This is an optimization exercise on Yosys and OpenROAD, whose aim is small area, a short achievable clock period and few clock cycles per item, not a production implementation.
Where RTL was checked, it was by simulation tests only, not by an equivalence proof against the original.
Function not checked in runs 2 to 6: the RTL went through the layout flow alone.

==> flow/design.v <==
module vvdiv #(
    parameter int VECTOR_SIZE = 16,
    parameter int INT_SIZE    = 16
) (
    input  logic                                  clock,
    input  logic                                  resetn,
    input  logic                                  in_valid,
    output logic                                  in_ready,
    input  logic [VECTOR_SIZE-1:0][INT_SIZE-1:0]  a,
    input  logic [VECTOR_SIZE-1:0][INT_SIZE-1:0]  x,
    output logic                                  out_valid,
    input  logic                                  out_ready,
    output logic [VECTOR_SIZE-1:0][INT_SIZE-1:0]  q,
    output logic [VECTOR_SIZE-1:0][INT_SIZE-1:0]  r,
    output logic [VECTOR_SIZE-1:0]                dz
);
    localparam int CW = $clog2(INT_SIZE + 1);
    typedef enum logic [1:0] {IDLE, BUSY, DONE} state_t;
    state_t state;
    logic [CW-1:0] cnt;
    logic [VECTOR_SIZE-1:0][INT_SIZE-1:0] a_reg, x_reg, quo, rem;
    logic [VECTOR_SIZE-1:0][INT_SIZE-1:0] a_nxt, quo_nxt, rem_nxt;
    logic [VECTOR_SIZE-1:0] zero;
    assign in_ready = state == IDLE;
    for (genvar i = 0; i < VECTOR_SIZE; i++) begin : g_lane
        logic [INT_SIZE:0] trial;
        logic ge;
        assign trial      = {rem[i], a_reg[i][INT_SIZE-1]};
        assign ge         = trial >= {1'b0, x_reg[i]};
        assign rem_nxt[i] = ge ? trial[INT_SIZE-1:0] - x_reg[i] : trial[INT_SIZE-1:0];
        assign quo_nxt[i] = {quo[i][INT_SIZE-2:0], ge};
        assign a_nxt[i]   = {a_reg[i][INT_SIZE-2:0], 1'b0};
        assign zero[i]    = x_reg[i] == '0;
    end
    always_ff @(posedge clock or negedge resetn) begin
        if (!resetn) begin
            state     <= IDLE;
            cnt       <= '0;
            a_reg     <= '0;
            x_reg     <= '0;
            quo       <= '0;
            rem       <= '0;
            out_valid <= 1'b0;
            q         <= '0;
            r         <= '0;
            dz        <= '0;
        end else begin
            case (state)
                IDLE: if (in_valid) begin
                    a_reg <= a;
                    x_reg <= x;
                    quo   <= '0;
                    rem   <= '0;
                    cnt   <= CW'(INT_SIZE);
                    state <= BUSY;
                end
                BUSY: begin
                    a_reg <= a_nxt;
                    quo   <= quo_nxt;
                    rem   <= rem_nxt;
                    cnt   <= cnt - 1'b1;
                    if (cnt == CW'(1)) begin
                        state     <= DONE;
                        out_valid <= 1'b1;
                        q         <= quo_nxt;
                        r         <= rem_nxt;
                        dz        <= zero;
                    end
                end
                DONE: if (out_ready) begin
                    state     <= IDLE;
                    out_valid <= 1'b0;
                end
                default: state <= IDLE;
            endcase
        end
    end
endmodule
==> flow/run.sh <==
#!/bin/bash
# synth_recipe.tcl (not shown) runs the flow's synth.tcl, then flattens the netlist and writes it again
# the make line also repeats each setting of config.mk as NAME=value (left out here)
make -C /OpenROAD-flow-scripts/flow DESIGN_CONFIG=/design/flow/config.mk WORK_HOME=/design/flow/orfs CLKGATE_MAP_FILE= SYNTH_SCRIPT=/design/flow/synth_recipe.tcl finish
==> flow/config.mk <==
export PLATFORM = sky130hd
export DESIGN_NAME = vvdiv
export DESIGN_NICKNAME = vvdiv
export VERILOG_FILES = /design/flow/design.v
export SDC_FILE = /design/flow/constraint.sdc
export NUM_CORES = 4
export LEC_CHECK = 0
export CAP_MARGIN = 20
export CORE_MARGIN = 2
export CORE_UTILIZATION = 40
export SLEW_MARGIN = 20
==> flow/constraint.sdc <==
create_clock -name core_clock -period 8.0 [get_ports {clock}]
set_input_delay 1.6000 -clock core_clock [delete_from_list [all_inputs] [get_ports {clock}]]
set_output_delay 1.6000 -clock core_clock [all_outputs]
set_load 0.01 [all_outputs]
==> key figures, run 1 <==
Final layout
  • Syn-to-layout area delta: 24.90%
  • Post-layout util: 50.39%
  • Fin nets: around 10000
  • Layout cells sized above 1: about 4.2%

Worst hold path
  • Hold Crit Class: reg -> reg

Clock network
  • CTS tree: built
  • CTS resizes: 0
  • Hold_buf cts: 0
  • H-tree depth: 4
  • CTS clk-pin slew, worst paths: ~0.060 ns
  • Clock latency (worst-skew pair): 0.85 ns
  • Root buffer cell: clkbuf_16
  • Clk sink count: around 1500
  • Clk buf depth: 3
  • CTS buffer count: 169
  • Post-CTS setup buffer count: 0

Timing
  • Least-Margin Pin Slew: 1.273 ns
  • Max frequency: 229.2 MHz
  • Setup_tns: 0 ns
  • RSZ-0062 raised after global routing: false
  • Fin. max-slew vios: 0
  • Final clock skew: 0.04243 ns
  • Endpoints failing setup: 0
  • Final min period: 4.362 ns
  • Rel. slew slack: 15.13%
  • Final hold vios: 0
  • Final worst path period share: 54.53%

Drt
  • Wire length per cell after detailed routing: 20.65 um
  • Post-Route WL: 244.0 mm
  • WL met1: 103.4 mm
  • Uppermost layer routed: met5
  • Initial DRC count: 4871
  • DR WL met3: 12.94 mm
  • Final ANT Viol Nets: 0
  • Via count: around 62000
  • DR WL met2: 115.5 mm
  • Routed vias/inst: 5.280
  • DRC errors left: 0
  • Drt pass-1 iters: 8

Worst setup path
  • Worst Path Max Fanout: 4
  • Req. time, crit path: 6.40 ns
  • Reg2reg start: state[0]$_DFFE_PN0P_
  • Worst EP arrival: 2.76 ns
  • Worst R2R End: quo[124]$_DFFE_PN0P_
  • Launch point of the worst path: state[0]$_DFFE_PN0P_
  • CP startpoint kind: flop
  • WS Path Type: reg -> out
  • Crit. End Element: output port
  • R2R setup slack: 4.35 ns
  • Crit path to: in_ready
  • Register-to-Register Path Depth: 5

Placed design
  • Number of buffers added on ports: 1045
  • HPWL Detailed: 174.5 mm
  • Final GP Congestion: 0.9036

Floorplanning
  • Core footprint: 0.1835 mm^2
  • Die Height: 434.2 um
  • IO Pins: 1046
  • Starting Density: 40.35%
  • Rows: about 160
  • Die W: 434.2 um
  • Die area: between 0.15 and 0.2 mm^2

Synthesis
  • EDFF count, synth: 0
  • Fraction of registers with async set or reset after synthesis: 100.0%
  • Synth cell types: between 90 and 100
  • Synth Warn #: 1
  • Cell Area, Synth: 0.07403 mm^2
  • Main synth FF type: dfrtp_1
  • Seq/Total Area, Yosys: between 50% and 60%
  • Syn Nets: roughly 9200
  • Cells after synthesis: 8381
  • #FFs+latches synth: between 1500 and 2000
  • Post-synth top area cell: dfrtp_1
  • Yosys top cell area share: 52.19%
  • Synth area leaders: dfrtp_1 52%, nand2_1 13%, o21ai_0 6.1%, ha_1 4.4%, mux2i_1 2.7%
  • Syn avg cell area: roughly 8.8 um^2

Global route
  • Initial antenna violation count: just over 60
  • Total grt overflow: 0
  • Global-route wire length before repair: approximately 370 mm
  • Gr usage total: between 20% and 30%
  • Pin count of the biggest net entering global routing: 261
  • Vias in the first global route: ~60000

Flow run
  • Max-cap viol count: 0

Status
  • Status: finished clean
-- final cells by class --
type	count	area (um^2)
diodes	37	92.59
repair buffers	1105	11200
clock inverters	60	862.1
flip-flops and latches	1544	38640
clock buffers	248	4916
inverters	333	1250
multi-input cells	6030	32420
fillers	17360	91010
well taps	2464	3083
-- cell families after synthesis --
| family | count (synthesis) | share of synthesized area [%] |
|---|---|---|
| xor+xnor | 178 | 2.106 |
| simple gates | 3440 | 18.76 |
| fa+ha+maj | 274 | 4.793 |
| flops | 1544 | 52.19 |
| buf+inv | 807 | 4.239 |
| mux | 212 | 2.899 |
| compound gates | 1926 | 15.01 |
-- per-layer routing --
layer | vias to the layer above | track usage, %
met5 | - | 0
met4 | 34 | 12.41
met1 | 30500 | 33.07
li1 | 29870 | -
met3 | 449 | 4.589
met2 | 1570 | 40.92
-- worst min path at each step --
stage,to,slack [ns],from,cells past startpoint
4_1_cts,q[31]$_DFFE_PN0P_,0.47,quo[30]$_DFFE_PN0P_,2
5_1_grt,q[95]$_DFFE_PN0P_,0.48,quo[94]$_DFFE_PN0P_,2
3_3_place_gp,q[63]$_DFFE_PN0P_,0.45,quo[62]$_DFFE_PN0P_,2
6_report,q[31]$_DFFE_PN0P_,0.46,quo[30]$_DFFE_PN0P_,2
2_1_floorplan,q[111]$_DFFE_PN0P_,0.44,quo[110]$_DFFE_PN0P_,2
3_5_place_dp,q[31]$_DFFE_PN0P_,0.45,quo[30]$_DFFE_PN0P_,2
-- placed cells by master, fill, tap and decap left out, types with 53 or more instances in the layout --
master           instances
a21oi_1                174
inv_1                  333
nor4_1                  76
ha_1                   258
clkdlybuf4s50_1       1044
nand3_1                107
dfrtp_1               1544
o21ai_0                905
nor3_1                  53
xnor2_1                112
a21o_1                  56
nand2_1               2584
a31oi_1                270
nor2_1                 411
clkbuf_16              169
mux2i_1                196
o21ai_1                241
xor2_1                  66
-- stage by stage --
stage          cells  hold slack, ns  setup WS [ns]  cell area [um^2]
6_report       11820          0.4622          3.638             92460
5_1_grt        11820          0.4807          3.632             92450
4_1_cts        11780          0.4665          3.604             92350
3_5_place_dp   11480          0.4523          3.471             86570
3_3_place_gp   11480          0.4516          3.504             86570
2_1_floorplan   8381          0.4386          4.835             74030
-- worst max-delay path, cell delays in order (launching register included) --
cell and delay [ns]:
dfrtp_1 0.43, nor2_1 0.77, clkdlybuf4s50_1 0.74
-- Yosys cell counts, types with 17 or more instances --
| master | number |
|---|---|
| a211oi_1 | 22 |
| inv_1 | 333 |
| nand2_1 | 2586 |
| or3_1 | 24 |
| nor3_1 | 53 |
| nor4_1 | 76 |
| and3_1 | 24 |
| o21a_1 | 39 |
| a31oi_1 | 274 |
| nand2b_1 | 26 |
| xnor2_1 | 112 |
| nor2_1 | 412 |
| a21oi_1 | 175 |
| o211ai_1 | 29 |
| buf_2 | 17 |
| a21o_1 | 56 |
| o21ai_0 | 905 |
| o21ai_1 | 241 |
| nand3_1 | 107 |
| dfrtp_1 | 1544 |
| mux2i_1 | 196 |
| ha_1 | 258 |
| nor2b_1 | 30 |
| xor2_1 | 66 |
| nand4_1 | 50 |
| clkbuf_1 | 427 |
| o21bai_1 | 23 |
Testbench counts, summed over its fixed seeds: cycles 4,608, items 256.
==> run 2: changes to the inputs <==
==> flow/design.v (replaced) <==
module vvdiv #(
    parameter int VECTOR_SIZE = 16,
    parameter int INT_SIZE    = 16
) (
    input  logic                                  clock,
    input  logic                                  resetn,
    input  logic                                  in_valid,
    output logic                                  in_ready,
    input  logic [VECTOR_SIZE-1:0][INT_SIZE-1:0]  a,
    input  logic [VECTOR_SIZE-1:0][INT_SIZE-1:0]  x,
    output logic                                  out_valid,
    input  logic                                  out_ready,
    output logic [VECTOR_SIZE-1:0][INT_SIZE-1:0]  q,
    output logic [VECTOR_SIZE-1:0][INT_SIZE-1:0]  r,
    output logic [VECTOR_SIZE-1:0]                dz
);
    localparam int ITERS      = 2;
    localparam int LOAD_ITERS = 2;
    localparam int STEPS      = (INT_SIZE - LOAD_ITERS) / ITERS;
    localparam int CW         = $clog2(STEPS + 1);
    logic          busy;
    logic [CW-1:0] cnt;
    logic [VECTOR_SIZE-1:0][INT_SIZE-1:0] xr, rm, qa;
    assign in_ready = !busy && (!out_valid || out_ready);
    always_ff @(posedge clock or negedge resetn) begin
        if (!resetn) begin
            busy      <= 1'b0;
            cnt       <= '0;
            out_valid <= 1'b0;
        end else if (busy) begin
            cnt <= cnt - 1'b1;
            if (cnt == CW'(1)) begin
                busy      <= 1'b0;
                out_valid <= 1'b1;
            end
        end else if (in_ready) begin
            busy      <= in_valid;
            cnt       <= CW'(STEPS);
            out_valid <= 1'b0;
        end
    end
    for (genvar i = 0; i < VECTOR_SIZE; i++) begin : g_lane
        logic [INT_SIZE-1:0] rem_ld, qa_ld, rem_it, qa_it;
        always_comb begin
            logic [INT_SIZE:0] trial, diff;
            rem_ld = '0;
            qa_ld  = a[i];
            for (int k = 0; k < LOAD_ITERS; k++) begin
                logic ge;
                trial  = {rem_ld, qa_ld[INT_SIZE-1]};
                ge     = (x[i] >> (k + 1)) == '0 && trial[LOAD_ITERS:0] >= {1'b0, x[i][LOAD_ITERS-1:0]};
                diff   = trial - {1'b0, x[i]};
                rem_ld = ge ? INT_SIZE'(diff[LOAD_ITERS-1:0]) : trial[INT_SIZE-1:0];
                qa_ld  = {qa_ld[INT_SIZE-2:0], ge};
            end
            rem_it = rm[i];
            qa_it  = qa[i];
            for (int k = 0; k < ITERS; k++) begin
                trial  = {rem_it, qa_it[INT_SIZE-1]};
                diff   = trial - {1'b0, xr[i]};
                rem_it = diff[INT_SIZE] ? trial[INT_SIZE-1:0] : diff[INT_SIZE-1:0];
                qa_it  = {qa_it[INT_SIZE-2:0], ~diff[INT_SIZE]};
            end
        end
        always_ff @(posedge clock) begin
            if (busy) begin
                rm[i] <= rem_it;
                qa[i] <= qa_it;
            end else if (in_ready) begin
                xr[i] <= x[i];
                rm[i] <= rem_ld;
                qa[i] <= qa_ld;
            end
        end
        assign q[i]  = qa[i];
        assign r[i]  = rm[i];
        assign dz[i] = xr[i] == '0;
    end
endmodule
==> run 2 against run 1 <==
Effect of this change: setup slack lost 2.8 ns; via count fell by 18%; register-to-register slack got worse by 3.5 ns; first-iteration DRC count fell by 37%; largest cell class is now multi-input gates.
==> key figures, run 2 <==
Timing
  • Final hold vios: 0 (unchanged)
  • Rel. slew slack: 35.86% (+21 points)
  • Fin. max-slew vios: 0 (unchanged)
  • Endpoints failing setup: 0 (unchanged)
  • Final worst path period share: 89.48% (+35 points)
  • Final min period: 7.159 ns (+2.796 ns)
  • Max frequency: 139.7 MHz (-39%)
  • RSZ-0062 raised after global routing: false
  • PnR worst setup slack: 0.8414 ns (-2.796 ns)
  • Setup_tns: 0 ns (unchanged)
  • Final clock skew: 0.01737 ns (-0.02506 ns)
  • Least-Margin Pin Slew: 0.9621 ns (-0.3109 ns)

Drt
  • Initial DRC count: 3060 (-37%)
  • Final ANT Viol Nets: 0 (unchanged)
  • Post-Route WL: 201.9 mm (-17%)
  • Routed vias/inst: 5.532 (+4.8%)
  • Wire length per cell after detailed routing: 21.93 um (+6.2%)
  • Via count: 50920 (-18%)
  • Drt pass-1 iters: 6 (-2)
  • DRC errors left: 0 (unchanged)

Global route
  • Vias in the first global route: 49850 (-17%)
  • Pin count of the biggest net entering global routing: 135 (-48%)
  • Gr usage total: 25.23% (-0.21 points)
  • Total grt overflow: 0 (unchanged)
  • Global-route wire length before repair: 299.3 mm (-19%)
  • Initial antenna violation count: 20 (-68%)

Placed design
  • Number of buffers added on ports: 1045 (unchanged)
  • HPWL Detailed: 159.9 mm (-8.4%)
  • Final GP Congestion: 0.9253 (+2.4%)
  • Pre-CTS WS: 0.8972 ns (-2.574 ns)
  • DP Area: 0.07315 mm^2 (-15%)

Clock network
  • CTS resizes: 0 (unchanged)
  • H-tree depth: 3 (-1)
  • Clock latency (worst-skew pair): 0.71 ns (-0.14 ns)
  • CTS clk-pin slew, worst paths: 0.06 ns (about the same)
  • Post-CTS setup buffer count: 0 (unchanged)
  • Clk sink count: 773 (-50%)
  • Root buffer cell: clkbuf_16
  • CTS buffer count: 95 (-44%)
  • Hold_buf cts: 0 (unchanged)
  • CTS tree: built
  • Clk buf depth: 3 (unchanged)

Synthesis
  • Yosys top cell area share: 38.32% (-14 points)
  • Syn avg cell area: 9.940 um^2 (+13%)
  • Seq/Total Area, Yosys: 38.53% (-14 points)
  • Syn Nets: 7180 (-22%)
  • Commonest cells post-synth: 768 x edfxtp_1, 578 x ha_1, 476 x inv_1, 445 x nor2_1, 399 x nand2_1
  • Fraction of registers with async set or reset after synthesis: 0.6468% (-99 points)
  • Cells after synthesis: 6054 (-28%)
  • Cell Area, Synth: 0.06018 mm^2 (-19%)
  • EDFF count, synth: 768 (+768)
  • Synth cell types: 91 (-5.2%)
  • Main synth FF type: edfxtp_1
  • #FFs+latches synth: 773 (-50%)
  • Synth area leaders: edfxtp_1 38%, ha_1 12%, mux2_2 7.3%, xnor2_1 4.0%, a21oi_1 3.2%
  • Synth Warn #: 1 (unchanged)
  • Count leader, synth: edfxtp_1
  • Post-synth top area cell: edfxtp_1

Final layout
  • Top Registers: qa (256), rm (256), xr (256)
  • Final Cell Area: 0.07630 mm^2 (-17%)
  • Most common cell after layout, fill and taps aside: clkdlybuf4s50_1
  • Commonest cells after routing, fill and taps aside: 1045 x clkdlybuf4s50_1, 768 x edfxtp_1, 578 x ha_1
  • Syn-to-layout area delta: 26.80%
  • Post-layout util: 51.01% (+0.61 points)
  • Layout cells sized above 1: 9.157% (+5.0 points)
  • Fin nets: 8220 (-18%)

Worst setup path
  • Worst EP arrival: 7.60 ns (+4.84 ns)
  • R2R setup slack: 0.84 ns (-3.51 ns)
  • WS Path Type: reg -> reg
  • CP startpoint kind: flop
  • Crit. End Element: flop
  • Worst Path Max Fanout: 9 (+5)
  • Req. time, crit path: 8.44 ns (+2.04 ns)

Floorplanning
  • Die W: 391.9 um (-9.8%)
  • Core footprint: 0.1496 mm^2 (-18%)
  • IO Pins: 1046 (unchanged)
  • Rows: 142 (-9.6%)
  • Starting Density: 40.22% (-0.12 points)
  • Die Height: 391.9 um (-9.8%)
  • Die area: 0.1536 mm^2 (-19%)

Flow run
  • Max-cap viol count: 0 (unchanged)

Worst hold path
  • Hold Crit Class: reg -> reg

Status
  • Status: finished clean
[run 2: cell count changes after synthesis, moves of 77 or more]
cell,delta
nand2_1,-2187
edfxtp_1,+768
nor3_1,+93
o21ai_1,-240
dfrtp_1,-1539
a21o_1,+77
xnor2_1,+163
clkbuf_1,-313
inv_1,+143
a31oi_1,-232
mux2_2,+383
a21oi_1,+207
ha_1,+320
o21ai_0,-591
[run 2: stage by stage]
step,cells,hold WS [ns]
after floorplan,6054,0.4561
after global placement,9013,0.4768
after detailed placement,9013,0.4948
after CTS,9191,0.5058
after global routing,9197,0.5191
final,9204,0.5030
[run 2: final cells by class]
| class | count | area, um^2 |
|---|---|---|
| antenna | 13 | 32.53 |
| clock buffer | 113 | 2445 |
| clock inverter | 65 | 669.4 |
| fill | 13720 | 73300 |
| inverter | 477 | 1798 |
| multi-input combinational | 4657 | 34750 |
| sequential | 773 | 23190 |
| tap | 2016 | 2522 |
| timing repair buffer | 1090 | 10900 |
[run 2: cells by family (layout without fill, tap and decap cells)]
logic type / count (synthesis) / count (layout) / synth area share, %
AO/OA/AOI/OAI: 1413 / 1413 / 15.25
adder cells (fa/ha/maj): 610 / 610 / 13.08
buffers and inverters: 624 / 1745 / 3.953
multiplexers: 521 / 521 / 9.479
XOR/XNOR: 388 / 388 / 5.716
other: 0 / 13 / 0
AND/OR/NAND/NOR: 1725 / 1725 / 13.98
flip-flops: 773 / 773 / 38.53
[run 2: worst paths after layout]
check	start	to	cells past startpoint
worst min register to register	cnt[2]$_DFFE_PN0P_	cnt[2]$_DFFE_PN0P_	1
worst min-delay path	cnt[2]$_DFFE_PN0P_	cnt[2]$_DFFE_PN0P_	1
worst max-delay path	qa[191]$_DFFE_PP_	rm[179]$_SDFFCE_PN0P_	23
max in group asynchronous	resetn	busy$_DFF_PN0_	1
min in group asynchronous	resetn	cnt[1]$_DFFE_PN0P_	1
worst max register to register	qa[191]$_DFFE_PP_	rm[179]$_SDFFCE_PN0P_	23
[run 2: critical path, stage by stage (launching register included)]
cell,delay [ns]
edfxtp_1,0.42
inv_1,0.08
ha_1,0.16
inv_1,0.05
fa_1,0.43
a211oi_1,0.47
o21a_1,0.22
o31ai_1,0.11
o41ai_1,0.61
mux2i_1,0.36
nand2_1,0.25
mux2_2,0.35
ha_1,0.31
nor2b_1,0.16
o31a_1,0.28
o211ai_1,0.18
nand2_1,0.12
a221oi_1,0.43
o21ai_0,0.24
o41ai_2,0.51
xor2_2,0.55
buf_4,0.33
mux2i_1,0.21
nor2_1,0.05
[run 2: metal layers]
layer	track usage, %	up-vias	wire length, um
met5	0	-	46
li1	-	24710	-
met2	42.58	1404	95960
met3	5.787	248	13980
met1	31.90	24550	85800
met4	7.846	6	6055
==> run 3: changes to the inputs <==
--- a/flow/config.mk
+++ b/flow/config.mk
@@ -8,4 +8,5 @@
 export CAP_MARGIN = 20
 export CORE_MARGIN = 2
 export CORE_UTILIZATION = 40
+export SETUP_SLACK_MARGIN = 4.0
 export SLEW_MARGIN = 20
==> run 3 against run 2 <==
Effect of this change: setup slack better by 1.6 ns; highest routed layer unchanged; count of clock-buffer cells in the layout down 4; utilization rose by 6.8 points; still clean on timing, DRC and antenna; synthesized area is the same; final cell count up 5.8%; worst hold slack lost 0.0026 ns; via count grew 7.0%; global-route usage rose by 2.0 points; register-to-register slack better by 1.6 ns.
==> key figures, run 3 <==
Status
  • Status: finished clean

Global route
  • Vias in the first global route: 53560 (+7.4%)
  • Global-route wire length before repair: 322.7 mm (+7.8%)
  • Total grt overflow: 0 (unchanged)
  • Initial antenna violation count: 20 (unchanged)
  • Gr usage total: 27.19% (+2.0 points)
  • Pin count of the biggest net entering global routing: 152 (+13%)

Drt
  • DRC errors left: 0 (unchanged)
  • Post-Route WL: 220.6 mm (+9.3%)
  • Initial DRC count: 3499 (+14%)
  • Routed vias/inst: 5.595 (+1.1%)
  • Drt pass-1 iters: 6 (unchanged)
  • Wire length per cell after detailed routing: 22.66 um (+3.3%)
  • Final ANT Viol Nets: 0 (unchanged)
  • Via count: 54470 (+7.0%)

Final layout
  • Post-route non-filler standard cell count: 9736 (+5.8%)
  • Filler cells: 12620 (-8.1%)
  • Fin nets: 8753 (+6.5%)
  • Syn-to-layout area delta: 43.59%
  • Layout cells sized above 1: 24.12% (+15 points)
  • Top Registers: qa (256), rm (256), xr (256)
  • Most common cell after layout, fill and taps aside: clkdlybuf4s50_1
  • Commonest cells after routing, fill and taps aside: 1034 x clkdlybuf4s50_1, 768 x edfxtp_1, 495 x ha_1

Worst setup path
  • Crit. End Element: flop
  • Worst R2R End: rm[160]$_DFFE_PP_
  • Reg2reg start: qa[175]$_DFFE_PP_
  • WS Path Type: reg -> reg
  • Req. time, crit path: 8.46 ns (+0.02 ns)
  • Register-to-Register Path Depth: 25 (+8.7%)
  • R2R setup slack: 2.46 ns (+1.62 ns)
  • CP startpoint kind: flop
  • Worst Path Max Fanout: 7 (-2)
  • Worst EP arrival: 6.00 ns (-1.60 ns)

Timing
  • Least-Margin Pin Slew: 1.056 ns (+0.09403 ns)
  • Max frequency: 180.5 MHz (+29%)
  • Final worst path period share: 69.24% (-20 points)
  • Rel. slew slack: 29.59% (-6.3 points)
  • Endpoints failing setup: 0 (unchanged)
  • Setup_tns: 0 ns (unchanged)
  • PnR worst setup slack: 2.461 ns (+1.620 ns)
  • RSZ-0062 raised after global routing: true
  • Fin. max-slew vios: 0 (unchanged)
  • Final hold vios: 0 (unchanged)
  • Final clock skew: 0.02839 ns (+0.01102 ns)
  • Final min period: 5.539 ns (-1.620 ns)

Synthesis
  • Post-synthesis adder-cell area fraction: 13.08% (unchanged)
  • Post-synth top area cell: edfxtp_1
  • Post-Synth XOR/XNOR Area: 5.716% (unchanged)
  • Synth Warn #: 1 (unchanged)
  • Count leader, synth: edfxtp_1
  • Compound-Gate Fraction of Synth Area: 15.25% (unchanged)
  • Main synth FF type: edfxtp_1
  • Synth cell types: 91 (unchanged)
  • Fraction of registers with async set or reset after synthesis: 0.6468% (unchanged)
  • Syn avg cell area: 9.940 um^2 (unchanged)
  • Commonest cells post-synth: 768 x edfxtp_1, 578 x ha_1, 476 x inv_1, 445 x nor2_1, 399 x nand2_1
  • Mux cell area share after synthesis: 9.479% (unchanged)
  • Synth area leaders: edfxtp_1 38%, ha_1 12%, mux2_2 7.3%, xnor2_1 4.0%, a21oi_1 3.2%
  • #FFs+latches synth: 773 (unchanged)
  • Cell Area, Synth: 0.06018 mm^2 (unchanged)
  • Seq/Total Area, Yosys: 38.53% (unchanged)
  • EDFF count, synth: 768 (unchanged)
  • Yosys top cell area share: 38.32% (unchanged)
  • Post-Synth Simple-Gate Area: 13.98% (unchanged)
  • Main combinational cell family by area after synthesis: compound AO/OA/AOI/OAI gates
  • Syn Nets: 7180 (unchanged)
  • Cells after synthesis: 6054 (unchanged)

Floorplanning
  • Die W: 391.9 um (unchanged)
  • Die Height: 391.9 um (unchanged)
  • Starting Density: 40.22% (unchanged)
  • Core footprint: 0.1496 mm^2 (unchanged)
  • Rows: 142 (unchanged)
  • IO Pins: 1046 (unchanged)
  • Die area: 0.1536 mm^2 (unchanged)

Worst hold path
  • WHS Endpoint: cnt[2]$_DFFE_PN0P_
  • WHS Path Cells: 1 (unchanged)
  • Hold Crit Class: reg -> reg
  • Hold Startpoint: cnt[2]$_DFFE_PN0P_

Clock network
  • CTS tree: built
  • Clock latency (worst-skew pair): 0.71 ns (about the same)
  • Root buffer cell: clkbuf_16
  • CTS buffer count: 95 (unchanged)
  • Clk buf depth: 3 (unchanged)
  • Clk sink count: 773 (unchanged)
  • Hold_buf cts: 0 (unchanged)
  • CTS clk-pin slew, worst paths: 0.06 ns (about the same)
  • H-tree depth: 3 (unchanged)

Placed design
  • Number of buffers added on ports: 1045 (unchanged)
  • Placed Cells: 9018 (+0.055%)
  • Pre-CTS WS: 0.7420 ns (-0.1551 ns)
  • Final GP Congestion: 0.9590 (+3.6%)
  • HPWL Detailed: 162.0 mm (+1.3%)

Flow run
  • Max-cap viol count: 0 (unchanged)
## run 3: cell counts after synthesis
Identical to the previous run, type by type.
## run 3: stage by stage
stage / hold WS, ns / instance area [um^2] / util [%]
6_report: 0.5004 / 86410 / 57.76
5_1_grt: 0.5411 / 86400 / 57.75
4_1_cts: 0.5031 / 83720 / 55.96
3_5_place_dp: 0.4873 / 73190 / 48.92
3_3_place_gp: 0.4757 / 73190 / 48.92
2_1_floorplan: 0.4561 / 60200 / -
## run 3: logic make-up (layout without fill, tap and decap cells)
group,Yosys count,in the layout
fa+ha+maj,610,610
other cells,0,14
simple gates,1725,1729
compound gates,1413,1418
xor+xnor,388,388
flops,773,773
mux,521,521
buf+inv,624,2267
## run 3: how the worst max path moves through the flow
stage | startpoint | to | slack, ns | depth (start not counted)
floorplan | out_ready | in_ready | 0.55 | 2
global placement | qa[191]$_DFFE_PP_ | rm[183]$_SDFFCE_PN0P_ | 0.91 | 23
detailed placement | qa[191]$_DFFE_PP_ | rm[186]$_SDFFCE_PN0P_ | 0.74 | 23
CTS | qa[239]$_DFFE_PP_ | rm[225]$_DFFE_PP_ | 2.39 | 25
global route | qa[95]$_DFFE_PP_ | rm[80]$_DFFE_PP_ | 2.28 | 24
finish | qa[175]$_DFFE_PP_ | rm[160]$_DFFE_PP_ | 2.46 | 25
## run 3: worst max-delay path, cell delays in order (launching register included)
cell	delay (ns)
edfxtp_1	0.41
inv_2	0.10
ha_4	0.13
inv_2	0.03
fa_2	0.33
a21o_1	0.21
a221oi_4	0.35
o21ai_2	0.14
o211ai_1	0.31
buf_4	0.18
o211a_1	0.16
a211oi_2	0.04
buf_4	0.21
mux2_4	0.32
ha_4	0.22
nor2b_4	0.12
o31a_1	0.27
o22a_1	0.21
a211o_1	0.26
o211ai_1	0.16
o21ai_2	0.14
a31oi_4	0.26
xnor2_4	0.17
buf_6	0.18
mux2i_1	0.08
mux2_2	0.26
## run 3: cell type report
class,instances,area (um^2),area share (%)
Clock buffer,109,2461,2.848
Inverter,477,1798,2.081
Clock inverter,67,775.7,0.8978
Tap cell,2016,2522,2.919
Timing Repair Buffer,1614,16160,18.71
Multi-Input combinational cell,4666,39460,45.67
Sequential cell,773,23190,26.84
Antenna cell,14,35.03,0.04054
## run 3: routing by layer
metal	wire length (um)	up-vias	part of all wire, %	GRT usage, %
met4	7858	6	3.6	9.469
met2	106100	1706	48	45.80
met5	38	-	0.017	0
met3	14540	332	6.6	5.719
li1	-	25770	-	-
met1	92030	26660	42	34.39
## run 3: repair_timing
| action | CTS | global route |
|---|---|---|
| endpoints found under the setup margin | 286 | 279 |
| cloned | 29 | 6 |
| buffers inserted | 367 | 126 |
| gates resized for setup | 942 | 314 |
| pin swaps | 356 | 254 |
==> run 4: changes to the inputs <==
--- a/flow/design.v
+++ b/flow/design.v
@@ -14,14 +14,14 @@
     output logic [VECTOR_SIZE-1:0][INT_SIZE-1:0]  r,
     output logic [VECTOR_SIZE-1:0]                dz
 );
-    localparam int ITERS      = 2;
-    localparam int LOAD_ITERS = 2;
+    localparam int ITERS      = 1;
+    localparam int LOAD_ITERS = 1;
     localparam int STEPS      = (INT_SIZE - LOAD_ITERS) / ITERS;
     localparam int CW         = $clog2(STEPS + 1);
     logic          busy;
     logic [CW-1:0] cnt;
     logic [VECTOR_SIZE-1:0][INT_SIZE-1:0] xr, rm, qa;
-    assign in_ready = !busy && (!out_valid || out_ready);
+    assign in_ready = !busy && !out_valid;
     always_ff @(posedge clock or negedge resetn) begin
         if (!resetn) begin
             busy      <= 1'b0;
@@ -33,7 +33,9 @@
                 busy      <= 1'b0;
                 out_valid <= 1'b1;
             end
-        end else if (in_ready) begin
+        end else if (out_valid) begin
+            if (out_ready) out_valid <= 1'b0;
+        end else begin
             busy      <= in_valid;
             cnt       <= CW'(STEPS);
             out_valid <= 1'b0;
--- a/flow/config.mk
+++ b/flow/config.mk
@@ -8,5 +8,4 @@
 export CAP_MARGIN = 20
 export CORE_MARGIN = 2
 export CORE_UTILIZATION = 40
-export SETUP_SLACK_MARGIN = 4.0
 export SLEW_MARGIN = 20
==> run 4 against run 3 <==
Effect of this change: still clean; final cell count down 33%; global-route usage down 0.96 points; fmax rose by 19%; non-clock buffer count shrank 549; via count fell by 35%; synthesized area shrank 25%; utilization decreased by 4.1 points; largest cell class is now sequential cells.
==> key figures, run 4 <==
Global route
  • Initial antenna violation count: 28 (+40%)
  • Vias in the first global route: 35060 (-35%)
  • Global-route wire length before repair: 228.7 mm (-29%)
  • Total grt overflow: 0 (unchanged)
  • Pin count of the biggest net entering global routing: 159 (+4.6%)
  • Gr usage total: 26.23% (-0.96 points)

Placed design
  • HPWL Detailed: 121.1 mm (-25%)
  • Number of buffers added on ports: 1045 (unchanged)
  • Final GP Congestion: 0.9201 (-4.1%)

Synthesis
  • Syn avg cell area: 11.63 um^2 (+17%)
  • Synth cell types: 85 (-6.6%)
  • Count leader, synth: edfxtp_1
  • Commonest cells post-synth: 768 x edfxtp_1, 328 x inv_1, 310 x nor2_1, 274 x ha_1, 248 x mux2_2
  • Synth area leaders: edfxtp_1 51%, ha_1 7.6%, mux2_2 6.2%, mux2i_1 4.1%, inv_1 2.7%
  • Syn Nets: 4684 (-35%)
  • Post-synth top area cell: edfxtp_1
  • Seq/Total Area, Yosys: 51.48% (+13 points)
  • Main synth FF type: edfxtp_1
  • Fraction of registers with async set or reset after synthesis: 0.7752% (+0.13 points)
  • Synth Warn #: 1 (unchanged)
  • EDFF count, synth: 768 (unchanged)
  • Cells after synthesis: 3878 (-36%)
  • #FFs+latches synth: 774 (+0.13%)
  • Yosys top cell area share: 51.15% (+13 points)
  • Cell Area, Synth: 0.04509 mm^2 (-25%)

Worst setup path
  • Register-to-Register Path Depth: 5 (-80%)
  • Worst EP arrival: 3.04 ns (-2.96 ns)
  • WS Path Type: reg -> out
  • Req. time, crit path: 6.40 ns (-2.06 ns)
  • Reg2reg start: busy$_DFF_PN0_
  • Worst Path Max Fanout: 2 (-5)
  • Worst R2R End: rm[74]$_SDFFCE_PN0P_
  • R2R setup slack: 3.77 ns (+1.31 ns)
  • Crit. End Element: output port
  • CP startpoint kind: flop

Drt
  • Final ANT Viol Nets: 0 (unchanged)
  • Post-Route WL: 156.5 mm (-29%)
  • Initial DRC count: 2529 (-28%)
  • Via count: 35190 (-35%)
  • Drt pass-1 iters: 5 (-1)
  • Wire length per cell after detailed routing: 23.96 um (+5.8%)
  • Routed vias/inst: 5.388 (-3.7%)
  • DRC errors left: 0 (unchanged)

Worst hold path
  • Hold Startpoint: cnt[0]$_DFFE_PN0P_
  • WHS Endpoint: cnt[0]$_DFFE_PN0P_
  • Hold Crit Class: reg -> reg
  • WHS Path Cells: 1 (unchanged)

Final layout
  • Commonest cells after routing, fill and taps aside: 1045 x clkdlybuf4s50_1, 768 x edfxtp_1, 327 x inv_1
  • Top Registers: qa (256), rm (256), xr (256)
  • Fin nets: 5742 (-34%)
  • Layout cells sized above 1: 9.470% (-15 points)
  • Post-layout util: 53.64% (-4.1 points)
  • Syn-to-layout area delta: 33.47%
  • Most common cell after layout, fill and taps aside: clkdlybuf4s50_1
  • Filler cells: 9803 (-22%)

Floorplanning
  • Die area: 0.1154 mm^2 (-25%)
  • Rows: 123 (-13%)
  • Die W: 339.7 um (-13%)
  • Starting Density: 40.19% (about the same)
  • Die Height: 339.7 um (-13%)
  • IO Pins: 1046 (unchanged)
  • Core footprint: 0.1122 mm^2 (-25%)

Clock network
  • Clock latency (worst-skew pair): 0.69 ns (-0.02 ns)
  • Post-CTS setup buffer count: 0 (-100%)
  • H-tree depth: 3 (unchanged)
  • Clk sink count: 774 (+0.13%)
  • CTS resizes: 0 (-100%)
  • Hold_buf cts: 0 (unchanged)
  • CTS tree: built
  • CTS buffer count: 92 (-3.2%)
  • Root buffer cell: clkbuf_16
  • Clk buf depth: 3 (unchanged)
  • CTS clk-pin slew, worst paths: 0.06 ns (about the same)

Timing
  • Max frequency: 215.5 MHz (+19%)
  • RSZ-0062 raised after global routing: false
  • Fin. max-slew vios: 0 (unchanged)
  • Final worst path period share: 58.01% (-11 points)
  • Setup_tns: 0 ns (unchanged)
  • Final min period: 4.640 ns (-0.8985 ns)
  • Final clock skew: 0.02698 ns (-0.001408 ns)
  • Final hold vios: 0 (unchanged)
  • Endpoints failing setup: 0 (unchanged)
  • Rel. slew slack: 26.55% (-3.0 points)
  • Least-Margin Pin Slew: 1.102 ns (+0.04561 ns)

Status
  • Status: finished clean

Flow run
  • Max-cap viol count: 0 (unchanged)
run 4: cell types whose count changed after synthesis, moves of 143 or more:
| cell | change |
|---|---|
| ha_1 | -304 |
| nand2_1 | -215 |
| a21oi_1 | -182 |
| o21ai_0 | -174 |
| xnor2_1 | -156 |
| inv_1 | -148 |
| mux2_2 | -143 |
run 4: cell families (layout without fill, tap and decap cells):
| family | count (synthesis) | after routing | share of synthesized area (%) |
|---|---|---|---|
| buf+inv | 429 | 1567 | 3.888 |
| mux | 439 | 439 | 10.51 |
| xor+xnor | 173 | 173 | 3.402 |
| fa+ha+maj | 290 | 290 | 8.314 |
| compound gates | 737 | 737 | 10.81 |
| simple gates | 1036 | 1036 | 11.59 |
| other cells | 0 | 16 | 0 |
| flops | 774 | 774 | 51.48 |
run 4: metal layers:
metal / track usage (%) / share of wire, %
met3: 7.622 / 7.6
met5: 0 / 0.055
met1: 33.37 / 42
met2: 42.81 / 47
met4: 8.656 / 3.3
run 4: cell type report:
class                      instances  area, um^2  share of cell area [%]
sequential                       774       23220                   38.58
clock buffer                     117        2437                   4.050
clock inverter                    57       513.0                  0.8524
tap                             1500        1877                   3.119
inverter                         328        1239                   2.058
antenna                           16       40.04                 0.06653
timing repair buffer            1065       10670                   17.73
multi-input combinational       2675       20190                   33.55
run 4: critical path: stages (launching register included):
cell,delay (ns)
edfxtp_1,0.40
nor4_1,0.84
and4_1,0.31
clkdlybuf4s50_1,0.81
run 4: per-stage QoR:
step | cells | setup slack, ns | hold slack (ns) | area (um^2)
3_3_place_gp | 6341 | 3.917 | 0.5276 | 57170
4_1_cts | 6516 | 3.233 | 0.5481 | 60130
3_5_place_dp | 6342 | 3.898 | 0.5404 | 57180
2_1_floorplan | 3878 | 0.1264 | 0.4968 | 45100
5_1_grt | 6529 | 3.088 | 0.5898 | 60170
6_report | 6532 | 3.360 | 0.5502 | 60180
run 4: how the worst max path moves through the flow:
stage                                start                    to  slack (ns)
after floorplan             busy$_DFF_PN0_       qa[0]$_DFFE_PP_        0.13
after global placement      busy$_DFF_PN0_  rm[50]$_SDFFCE_PN0P_        3.92
after detailed placement    busy$_DFF_PN0_  rm[56]$_SDFFCE_PN0P_        3.90
after CTS                 xr[92]$_DFFE_PP_                 dz[5]        3.23
after global routing      xr[92]$_DFFE_PP_                 dz[5]        3.09
final                     xr[92]$_DFFE_PP_                 dz[5]        3.36
==> run 5: changes to the inputs <==
--- a/flow/config.mk
+++ b/flow/config.mk
@@ -8,4 +8,5 @@
 export CAP_MARGIN = 20
 export CORE_MARGIN = 2
 export CORE_UTILIZATION = 40
+export SETUP_SLACK_MARGIN = 4.5
 export SLEW_MARGIN = 20
==> run 5 against run 4 <==
Effect of this change: final cell count increased by 1.0%; worst hold slack got worse by 0.0071 ns; count of clock-buffer cells in the layout decreased by 7; critical endpoint is now dz[9].
==> key figures, run 5 <==
Timing
  • Final hold vios: 0 (unchanged)
  • RSZ-0062 raised after global routing: true
  • Hold WS: 0.5430 ns (-0.007145 ns)
  • Final worst path period share: 44.24% (-14 points)
  • Rel. slew slack: 33.16% (+6.6 points)
  • Final clock skew: 0.02302 ns (-0.003962 ns)
  • Endpoints failing setup: 0 (unchanged)
  • Setup_tns: 0 ns (unchanged)
  • Max frequency: 282.6 MHz (+31%)
  • Final min period: 3.539 ns (-1.101 ns)
  • PnR worst setup slack: 4.461 ns (+1.101 ns)
  • Least-Margin Pin Slew: 1.003 ns (-0.09920 ns)
  • Fin. max-slew vios: 0 (unchanged)

Final layout
  • Syn-to-layout area delta: 35.72%
  • Final Cell Area: 0.06119 mm^2 (+1.7%)
  • Register area: 0.02322 mm^2 (about the same)
  • Top Registers: qa (256), rm (256), xr (256)
  • Multi-input gate area: 0.02055 mm^2 (+1.8%)
  • Filler cells: 9798 (-0.051%)
  • Commonest cells after routing, fill and taps aside: 1012 x clkdlybuf4s50_1, 768 x edfxtp_1, 327 x inv_1
  • Layout cells sized above 1: 12.23% (+2.8 points)
  • Fin nets: 5816 (+1.3%)
  • Most common cell after layout, fill and taps aside: clkdlybuf4s50_1

Synthesis
  • Seq/Total Area, Yosys: 51.48% (unchanged)
  • Commonest cells post-synth: 768 x edfxtp_1, 328 x inv_1, 310 x nor2_1, 274 x ha_1, 248 x mux2_2
  • Syn avg cell area: 11.63 um^2 (unchanged)
  • Post-synth top area cell: edfxtp_1
  • Fraction of registers with async set or reset after synthesis: 0.7752% (unchanged)
  • Syn Nets: 4684 (unchanged)
  • Synth area leaders: edfxtp_1 51%, ha_1 7.6%, mux2_2 6.2%, mux2i_1 4.1%, inv_1 2.7%
  • Yosys top cell area share: 51.15% (unchanged)
  • Cell Area, Synth: 0.04509 mm^2 (unchanged)
  • Cells after synthesis: 3878 (unchanged)
  • EDFF count, synth: 768 (unchanged)
  • #FFs+latches synth: 774 (unchanged)
  • Count leader, synth: edfxtp_1
  • Synth Warn #: 1 (unchanged)
  • Main synth FF type: edfxtp_1
  • Synth cell types: 85 (unchanged)

Global route
  • Global-route wire length before repair: 230.0 mm (+0.55%)
  • Pin count of the biggest net entering global routing: 150 (-5.7%)
  • Vias in the first global route: 35100 (+0.14%)
  • Initial antenna violation count: 25 (-11%)
  • Total grt overflow: 0 (unchanged)
  • Gr usage total: 26.50% (+0.28 points)

Drt
  • Final ANT Viol Nets: 0 (unchanged)
  • Initial DRC count: 2186 (-14%)
  • Wire length per cell after detailed routing: 24.05 um (+0.35%)
  • Drt pass-1 iters: 5 (unchanged)
  • Post-Route WL: 158.7 mm (+1.4%)
  • Routed vias/inst: 5.376 (-0.22%)
  • DRC errors left: 0 (unchanged)
  • Via count: 35480 (+0.80%)

Floorplanning
  • Die W: 339.7 um (unchanged)
  • Die area: 0.1154 mm^2 (unchanged)
  • Die Height: 339.7 um (unchanged)
  • Rows: 123 (unchanged)
  • Core footprint: 0.1122 mm^2 (unchanged)
  • Starting Density: 40.19% (unchanged)
  • IO Pins: 1046 (unchanged)

Status
  • Status: finished clean

Placed design
  • Number of buffers added on ports: 1045 (unchanged)
  • DP Area: 0.05717 mm^2 (about the same)
  • Pre-CTS WS: 3.627 ns (-0.2707 ns)
  • HPWL Detailed: 122.7 mm (+1.3%)
  • Final GP Congestion: 0.9202 (about the same)

Worst setup path
  • WS Path Type: reg -> out
  • Req. time, crit path: 6.40 ns (about the same)
  • Crit. End Element: output port
  • CP Cell Sequence: nor4_2 > and4_4 > buf_6
  • Worst path max stage delay: 0.51 ns (-0.33 ns)
  • CP Buf/Inv Count: 1 (unchanged)
  • Slowest cell on crit path: edfxtp_1
  • Launch point of the worst path: xr[145]$_DFFE_PP_
  • Worst EP arrival: 1.94 ns (-1.10 ns)
  • Worst path top cell family by delay: simple AND/OR/NAND/NOR gates
  • Worst Path Max Fanout: 2 (unchanged)
  • R2R setup slack: 4.64 ns (+0.87 ns)
  • Reg2reg start: qa[95]$_DFFE_PP_
  • CP startpoint kind: flop

Clock network
  • CTS tree: built
  • Clk sink count: 774 (unchanged)
  • Hold_buf cts: 0 (unchanged)
  • CTS buffer count: 93 (+1.1%)
  • Clk buf depth: 3 (unchanged)
  • CTS clk-pin slew, worst paths: 0.06 ns (about the same)
  • Clock latency (worst-skew pair): 0.69 ns (about the same)
  • Root buffer cell: clkbuf_16
  • H-tree depth: 3 (unchanged)

Worst hold path
  • Hold Startpoint: out_valid$_DFFE_PN0P_
  • Hold Crit Class: reg -> reg

Flow run
  • Max-cap viol count: 0 (unchanged)
==> run 5: cell counts after synthesis <==
Identical to the previous run, type by type.
==> run 5: cell families after synthesis <==
family | share of synthesized area (%)
flops | 51.48
fa+ha+maj | 8.314
xor+xnor | 3.402
mux | 10.51
compound gates | 10.81
buf+inv | 3.888
simple gates | 11.59
==> run 5: final cells by class <==
class	instances	area share (%)
clock buffer	110	3.942
multi-input combinational	2675	33.58
sequential	774	37.94
antenna	15	0.06134
clock inverter	59	1.084
timing repair buffer	1138	18.29
tap	1500	3.067
inverter	328	2.024
==> run 5: worst paths after layout <==
check / cells after the start / end
setup / recovery: 3 / dz[9]
hold / removal: 1 / cnt[1]$_DFFE_PN0P_
setup reg to reg: 11 / rm[80]$_DFFE_PP_
hold reg to reg: 1 / cnt[1]$_DFFE_PN0P_
max in group asynchronous: 1 / busy$_DFF_PN0_
min in group asynchronous: 1 / cnt[2]$_DFFE_PN0P_
==> run 5: layer usage <==
metal  share of wire [%]  vias up  global-route usage (%)
met4                 4.2        6                   10.37
met1                  40    17360                   31.75
met2                  50      982                   45.89
met3                 6.2      277                   6.300
li1                    -    16850                       -
met5               0.021        -                       0
==> run 5: through the flow <==
stage | std cells | utilization [%]
2_1_floorplan | 3878 | -
3_3_place_gp | 6343 | 50.95
3_5_place_dp | 6343 | 50.96
4_1_cts | 6552 | 54.17
5_1_grt | 6597 | 54.54
6_report | 6599 | 54.54
==> run 5: timing repair <==
action                     4_1_cts  5_1_grt
buffers inserted                40       32
setup endpoints to repair      175      125
pin swaps                       32       21
gates resized for setup        137       33
==> run 6: changes to the inputs <==
==> flow/flow/run.sh (new file) <==
#!/bin/bash
# The standard layout, with plain buffers on the ports instead of the delay
# buffers buffer_ports picks by default. Every port still gets its own buffer.
set -euo pipefail
export BUFFER_PORTS_ARGS="-buffer_cell sky130_fd_sc_hd__buf_1"
bash standard.sh > standard.log 2>&1
==> flow/standard.sh (new file) <==
#!/bin/bash
# synth_recipe.tcl (not shown) runs the flow's synth.tcl, then flattens the netlist and writes it again
# the make line also repeats each setting of config.mk as NAME=value (left out here)
make -C /OpenROAD-flow-scripts/flow DESIGN_CONFIG=/design/flow/config.mk WORK_HOME=/design/flow/orfs CLKGATE_MAP_FILE= SYNTH_SCRIPT=/design/flow/synth_recipe.tcl "${@:-finish}"
--- a/flow/config.mk
+++ b/flow/config.mk
@@ -8,5 +8,4 @@
 export CAP_MARGIN = 20
 export CORE_MARGIN = 2
 export CORE_UTILIZATION = 40
-export SETUP_SLACK_MARGIN = 4.5
 export SLEW_MARGIN = 20
removed: flow/run.sh
==> run 6 against run 5 <==
Effect of this change: clock skew fell by 0.0039 ns; die area unchanged; sequential cell count unchanged; non-clock buffer count decreased by 78; count of clock-buffer cells in the layout shrank 4; utilization shrank 6.7 points; synthesized cell count unchanged; setup slack got worse by 0.55 ns; via count fell by 0.40%; worst hold slack gained 0.021 ns; final area shrank 12%.
==> key figures, run 6 <==
Drt
  • WL met1: 60.86 mm (-4.1%)
  • Wire length per cell after detailed routing: 22.49 um (-6.5%)
  • Uppermost layer routed: met5
  • DR WL met2: 67.62 mm (-14%)
  • Initial DRC count: 2427 (+11%)
  • DRC errors left: 0 (unchanged)
  • Final ANT Viol Nets: 0 (unchanged)
  • Post-Route WL: 146.7 mm (-7.5%)
  • Routed vias/inst: 5.416 (+0.74%)
  • Via count: 35340 (-0.40%)
  • DR WL met3: 12.92 mm (+32%)
  • Drt pass-1 iters: 5 (unchanged)

Worst hold path
  • WHS Endpoint: cnt[0]$_DFFE_PN0P_
  • WHS Path Cells: 1 (unchanged)
  • Hold Crit Class: reg -> reg
  • Hold Startpoint: cnt[0]$_DFFE_PN0P_

Synthesis
  • Synth area leaders: edfxtp_1 51%, ha_1 7.6%, mux2_2 6.2%, mux2i_1 4.1%, inv_1 2.7%
  • #FFs+latches synth: 774 (unchanged)
  • Cell Area, Synth: 0.04509 mm^2 (unchanged)
  • Main synth FF type: edfxtp_1
  • Commonest cells post-synth: 768 x edfxtp_1, 328 x inv_1, 310 x nor2_1, 274 x ha_1, 248 x mux2_2
  • Seq/Total Area, Yosys: 51.48% (unchanged)
  • Synth Warn #: 1 (unchanged)
  • Syn Nets: 4684 (unchanged)
  • Fraction of registers with async set or reset after synthesis: 0.7752% (unchanged)
  • Syn avg cell area: 11.63 um^2 (unchanged)
  • Synth cell types: 85 (unchanged)
  • Count leader, synth: edfxtp_1
  • Post-synth top area cell: edfxtp_1
  • EDFF count, synth: 768 (unchanged)
  • Yosys top cell area share: 51.15% (unchanged)
  • Cells after synthesis: 3878 (unchanged)

Worst setup path
  • WS Path Type: reg -> out
  • Worst Path Max Fanout: 2 (unchanged)
  • Register-to-Register Path Depth: 4 (-7)
  • Worst EP arrival: 2.49 ns (+0.55 ns)
  • Crit. End Element: output port
  • Req. time, crit path: 6.40 ns (about the same)
  • R2R setup slack: 4.32 ns (-0.32 ns)
  • Worst R2R End: qa[49]$_DFFE_PP_
  • Reg2reg start: busy$_DFF_PN0_
  • CP startpoint kind: flop

Floorplanning
  • Die area: 0.1154 mm^2 (unchanged)
  • Rows: 123 (unchanged)
  • Core footprint: 0.1122 mm^2 (unchanged)
  • Die Height: 339.7 um (unchanged)
  • Starting Density: 40.19% (unchanged)
  • IO Pins: 1046 (unchanged)
  • Die W: 339.7 um (unchanged)

Global route
  • Gr usage total: 24.39% (-2.1 points)
  • Total grt overflow: 0 (unchanged)
  • Initial antenna violation count: 35 (+40%)
  • Pin count of the biggest net entering global routing: 164 (+9.3%)
  • Global-route wire length before repair: 215.2 mm (-6.4%)
  • Vias in the first global route: 34060 (-3.0%)

Timing
  • RSZ-0062 raised after global routing: false
  • Max frequency: 244.6 MHz (-13%)
  • Fin. max-slew vios: 0 (unchanged)
  • Final min period: 4.088 ns (+0.5490 ns)
  • Final clock skew: 0.01916 ns (-0.003861 ns)
  • Final hold vios: 0 (unchanged)
  • Hold WS: 0.5638 ns (+0.02081 ns)
  • Endpoints failing setup: 0 (unchanged)
  • Rel. slew slack: 23.73% (-9.4 points)
  • Least-Margin Pin Slew: 1.144 ns (+0.1416 ns)
  • PnR worst setup slack: 3.912 ns (-0.5490 ns)
  • Final worst path period share: 51.10% (+6.9 points)
  • Setup_tns: 0 ns (unchanged)

Final layout
  • Post-layout util: 47.85% (-6.7 points)
  • Syn-to-layout area delta: 19.06%
  • Most common cell after layout, fill and taps aside: buf_1
  • Filler cells: 10520 (+7.4%)
  • Fin nets: 5736 (-1.4%)
  • Commonest cells after routing, fill and taps aside: 1045 x buf_1, 768 x edfxtp_1, 327 x inv_1
  • Top Registers: qa (256), rm (256), xr (256)
  • Layout cells sized above 1: 9.489% (-2.7 points)

Clock network
  • CTS buffer count: 91 (-2.2%)
  • Clock latency (worst-skew pair): 0.68 ns (about the same)
  • Post-CTS setup buffer count: 0 (-100%)
  • Clk sink count: 774 (unchanged)
  • Root buffer cell: clkbuf_16
  • CTS clk-pin slew, worst paths: 0.06 ns (about the same)
  • CTS tree: built
  • Clk buf depth: 3 (unchanged)
  • CTS resizes: 0 (-100%)
  • H-tree depth: 3 (unchanged)
  • Hold_buf cts: 0 (unchanged)

Placed design
  • Pre-CTS WS: 4.340 ns (+0.7126 ns)
  • Final GP Congestion: 0.9382 (+2.0%)
  • HPWL Detailed: 113.2 mm (-7.7%)
  • Number of buffers added on ports: 1045 (unchanged)

Flow run
  • Max-cap viol count: 0 (unchanged)

Status
  • Status: finished clean
-- run 6: how the worst max path moves through the flow --
stage                          start                   end  slack, ns  cells after the start
floorplan             busy$_DFF_PN0_       qa[0]$_DFFE_PP_       0.13                      4
global placement      busy$_DFF_PN0_  rm[65]$_SDFFCE_PN0P_       4.36                      4
detailed placement    busy$_DFF_PN0_  rm[68]$_SDFFCE_PN0P_       4.34                      4
CTS                 xr[92]$_DFFE_PP_                 dz[5]       3.77                      3
global route        xr[92]$_DFFE_PP_                 dz[5]       3.70                      3
finish              xr[92]$_DFFE_PP_                 dz[5]       3.91                      3
-- run 6: layer usage --
metal	track usage, %	up-vias
met1	31.30	17250
met5	0	-
met4	8.121	26
met3	7.773	257
met2	38.96	1128
li1	-	16670
-- run 6: stage by stage --
stage	cells	area [um^2]
after floorplan	3878	45100
after global placement	6337	50620
after detailed placement	6337	50620
after CTS	6506	53630
after global routing	6517	53670
final	6524	53680
-- run 6: cell type report --
class	count	area (um^2)	area share [%]
sequential	774	23220	43.25
inverter	328	1239	2.307
timing repair buffer	1060	4110	7.656
clock inverter	63	628.1	1.170
tap	1500	1877	3.496
clock buffer	106	2376	4.426
multi-input combinational	2675	20190	37.61
antenna	18	45.04	0.08391
-- run 6: cell families after synthesis --
logic type / count (synthesis) / synth area share, %
simple gates: 1036 / 11.59
fa+ha+maj: 290 / 8.314
mux: 439 / 10.51
compound gates: 737 / 10.81
buf+inv: 429 / 3.888
flops: 774 / 51.48
xor+xnor: 173 / 3.402
-- run 6: worst max-delay path, cell delays in order (launching register included) --
cell and delay, ns:
edfxtp_1 0.43, nor4_1 0.60, and4_1 0.59, buf_1 0.20
==> run 7: changes to the inputs <==
--- a/flow/design.v
+++ b/flow/design.v
@@ -21,7 +21,7 @@
     logic          busy;
     logic [CW-1:0] cnt;
     logic [VECTOR_SIZE-1:0][INT_SIZE-1:0] xr, rm, qa;
-    assign in_ready = !busy && !out_valid;
+    assign in_ready = !busy && (!out_valid || out_ready);
     always_ff @(posedge clock or negedge resetn) begin
         if (!resetn) begin
             busy      <= 1'b0;
@@ -33,9 +33,7 @@
                 busy      <= 1'b0;
                 out_valid <= 1'b1;
             end
-        end else if (out_valid) begin
-            if (out_ready) out_valid <= 1'b0;
-        end else begin
+        end else if (in_ready) begin
             busy      <= in_valid;
             cnt       <= CW'(STEPS);
             out_valid <= 1'b0;
@@ -48,12 +46,10 @@
             rem_ld = '0;
             qa_ld  = a[i];
             for (int k = 0; k < LOAD_ITERS; k++) begin
-                logic ge;
                 trial  = {rem_ld, qa_ld[INT_SIZE-1]};
-                ge     = (x[i] >> (k + 1)) == '0 && trial[LOAD_ITERS:0] >= {1'b0, x[i][LOAD_ITERS-1:0]};
                 diff   = trial - {1'b0, x[i]};
-                rem_ld = ge ? INT_SIZE'(diff[LOAD_ITERS-1:0]) : trial[INT_SIZE-1:0];
-                qa_ld  = {qa_ld[INT_SIZE-2:0], ge};
+                rem_ld = diff[INT_SIZE] ? trial[INT_SIZE-1:0] : diff[INT_SIZE-1:0];
+                qa_ld  = {qa_ld[INT_SIZE-2:0], ~diff[INT_SIZE]};
             end
             rem_it = rm[i];
             qa_it  = qa[i];
==> flow/run.sh (new file) <==
#!/bin/bash
# synth_recipe.tcl (not shown) runs the flow's synth.tcl, then flattens the netlist and writes it again
# the make line also repeats each setting of config.mk as NAME=value (left out here)
make -C /OpenROAD-flow-scripts/flow DESIGN_CONFIG=/design/flow/config.mk WORK_HOME=/design/flow/orfs CLKGATE_MAP_FILE= SYNTH_SCRIPT=/design/flow/synth_recipe.tcl finish
removed: flow/flow/run.sh
removed: flow/standard.sh
==> run 7 against run 6 <==
Effect of this change: still clean on timing, DRC and antenna; clock skew up 0.0094 ns; synthesized cell count increased by 1.2%; utilization up 6.0 points; critical path type is now in -> out; critical endpoint is now in_ready; largest cell class unchanged; highest routed layer unchanged.
==> key figures, run 7 <==
Clock network
  • Clock latency (worst-skew pair): 0.70 ns (+0.02 ns)
  • CTS resizes: 0 (unchanged)
  • Hold_buf cts: 0 (unchanged)
  • Root buffer cell: clkbuf_16
  • H-tree depth: 3 (unchanged)
  • Post-CTS setup buffer count: 0 (unchanged)
  • CTS tree: built
  • Clk buf depth: 3 (unchanged)
  • CTS buffer count: 93 (+2.2%)
  • Clk sink count: 774 (unchanged)

Drt
  • DRC errors left: 0 (unchanged)
  • Routed vias/inst: 5.370 (-0.85%)
  • Post-Route WL: 152.4 mm (+3.9%)
  • Final ANT Viol Nets: 0 (unchanged)
  • Via count: 35270 (-0.19%)
  • Wire length per cell after detailed routing: 23.21 um (+3.2%)

Final layout
  • Top Registers: qa (256), rm (256), xr (256)
  • Syn-to-layout area delta: 33.83%
  • Final Cell Area: 0.06047 mm^2 (+13%)
  • Post-layout util: 53.90% (+6.0 points)
  • Commonest cells after routing, fill and taps aside: 1045 x clkdlybuf4s50_1, 768 x edfxtp_1, 382 x inv_1
  • Layout cells sized above 1: 8.985% (-0.50 points)

Synthesis
  • Post-Synth XOR/XNOR Area: 3.583% (+0.18 points)
  • Main combinational cell family by area after synthesis: compound AO/OA/AOI/OAI gates
  • Cells after synthesis: 3924 (+1.2%)
  • Syn avg cell area: 11.51 um^2 (-0.96%)
  • Fraction of registers with async set or reset after synthesis: 0.7752% (unchanged)
  • Synth cell types: 84 (-1.2%)
  • Synth Warn #: 1 (unchanged)
  • Syn Nets: 4746 (+1.3%)
  • #FFs+latches synth: 774 (unchanged)
  • Cell Area, Synth: 0.04518 mm^2 (+0.21%)
  • Mux cell area share after synthesis: 10.02% (-0.49 points)
  • Commonest cells post-synth: 768 x edfxtp_1, 383 x inv_1, 290 x ha_1, 287 x nor2_1, 247 x mux2_2
  • Main synth FF type: edfxtp_1
  • Post-synthesis adder-cell area fraction: 8.740% (+0.43 points)

Timing
  • PnR worst setup slack: 3.086 ns (-0.8254 ns)
  • Final min period: 4.914 ns (+0.8254 ns)
  • Setup_tns: 0 ns (unchanged)
  • Final worst path period share: 61.42% (+10 points)
  • Final clock skew: 0.02855 ns (+0.009393 ns)
  • Max frequency: 203.5 MHz (-17%)

Placed design
  • Number of buffers added on ports: 1045 (unchanged)
  • Final GP Congestion: 0.9012 (-3.9%)
  • DP Area: 0.05741 mm^2 (+13%)
  • Pre-CTS WS: 3.078 ns (-1.262 ns)
  • HPWL Detailed: 117.8 mm (+4.1%)

Floorplanning
  • Starting Density: 40.27% (+0.085 points)
  • Rows: 123 (unchanged)
  • Die W: 340.1 um (+0.10%)
  • Core footprint: 0.1122 mm^2 (unchanged)
  • Die Height: 340.1 um (+0.10%)

Worst setup path
  • Slowest cell on crit path: clkdlybuf4s50_1
  • Worst EP arrival: 3.31 ns (+0.82 ns)
  • Worst path max stage delay: 0.62 ns (+0.02 ns)
  • CP startpoint kind: input pin
  • Worst Path Max Fanout: 27 (+25)
  • CP Cell Sequence: clkdlybuf4s50_1 > inv_1 > a21oi_4 > buf_4 > clkdlybuf4s50_1
  • Launch point of the worst path: out_ready
  • Crit. End Element: output port
  • Worst path top cell family by delay: buffers and inverters

Global route
  • Total grt overflow: 0 (unchanged)

Worst hold path
  • Hold Crit Class: reg -> reg

Status
  • Status: finished clean
==> run 7: changes by cell type after synthesis, sizes merged, moves of 21 or more <==
cell   delta
o21ai    +90
nand2    -39
nor2     -26
nand3    +22
xnor2    +25
a31oi    -21
inv      +55
==> run 7: cells by family (layout without fill, tap and decap cells) <==
group,after synthesis,count (layout)
other,0,3
XOR/XNOR,178,178
buffers and inverters,490,1630
flip-flops,774,774
AND/OR/NAND/NOR,973,973
multiplexers,421,421
AO/OA/AOI/OAI,782,782
adder cells (fa/ha/maj),306,306
==> run 7: final cells by class <==
cell class | count | area [um^2]
timing repair buffer | 1076 | 10750
multi-input combinational | 2660 | 20130
clock buffer | 121 | 2464
antenna | 3 | 7.507
sequential | 774 | 23220
tap | 1500 | 1877
clock inverter | 50 | 583.1
fill | 9714 | 51720
inverter | 383 | 1445
==> run 7: metal layers <==
| metal | GRT usage [%] | wire, um | vias up |
|---|---|---|---|
| li1 | - | - | 16810 |
| met1 | 33.53 | 66000 | 17290 |
| met2 | 42.43 | 73080 | 958 |
| met3 | 5.870 | 9814 | 187 |
| met4 | 6.672 | 3357 | 24 |
| met5 | 0 | 149 | - |
==> run 7: path summary, 6_finish.rpt <==
check | to | slack, ns | cells after the start
max | in_ready | 3.09 | 5
min | cnt[3]$_DFFE_PN0P_ | 0.47 | 1
max reg2reg | rm[205]$_DFFE_PP_ | 4.01 | 11
min reg2reg | cnt[3]$_DFFE_PN0P_ | 0.47 | 1
max in group asynchronous | busy$_DFF_PN0_ | 6.58 | 1
min in group asynchronous | cnt[1]$_DFFE_PN0P_ | 1.15 | 1
==> run 7: through the flow <==
stage / cells / hold slack, ns
after floorplan: 3924 / 0.4453
after global placement: 6391 / 0.4577
after detailed placement: 6392 / 0.4678
after CTS: 6563 / 0.4770
after global routing: 6567 / 0.5174
final: 6567 / 0.4727
Testbench counts of run 7, summed over its fixed seeds: cycles 4,104, items 256.

-- port drivers added, routing unchanged --
How much do the figures lean on ideal ports? The routed layouts below were timed once more, with nothing changed but the port constraints.
Step 1 (the two cells are an assumption about what drives the block):
set clk [get_ports {clock}]
set_driving_cell -lib_cell sky130_fd_sc_hd__clkbuf_16 $clk
set_driving_cell -lib_cell sky130_fd_sc_hd__buf_2 [delete_from_list [all_inputs] $clk]
Step 2 times the ports against the registers' clock, not the clock port: input delays grow and output delays shrink by t, the midpoint of the rising clock arrivals with the driver on.
Three values: no drivers, after step 1, after step 2; two values: the first two.
| run | t (ns) | setup slack, ns | slew at the worst register clock pin (ns) | cell pins on the clock port's net |
|---|---|---|---|---|
| run 1 | 0.909 | 3.638 / 3.554 / 3.437 | 0.07 / 0.07 | 1 |
| run 2 | 0.779 | 0.841 / 0.841 / 0.841 | 0.07 / 0.07 | 1 |
| run 3 | 0.782 | 2.461 / 2.461 / 2.461 | 0.07 / 0.07 | 1 |
| run 4 | 0.750 | 3.360 / 3.284 / 3.768 | 0.06 / 0.06 | 1 |
| run 5 | 0.752 | 4.461 / 4.387 / 3.929 | 0.07 / 0.07 | 1 |
| run 6 | 0.746 | 3.912 / 3.833 / 4.321 | 0.06 / 0.06 | 1 |
| run 7 | 0.756 | 3.086 / 3.063 / 3.063 | 0.06 / 0.06 | 1 |
After both steps setup and hold are still met in every run listed. The setup slack of run 5, which loses most, moves by -0.074 ns with the drivers and by -0.532 ns with both steps.
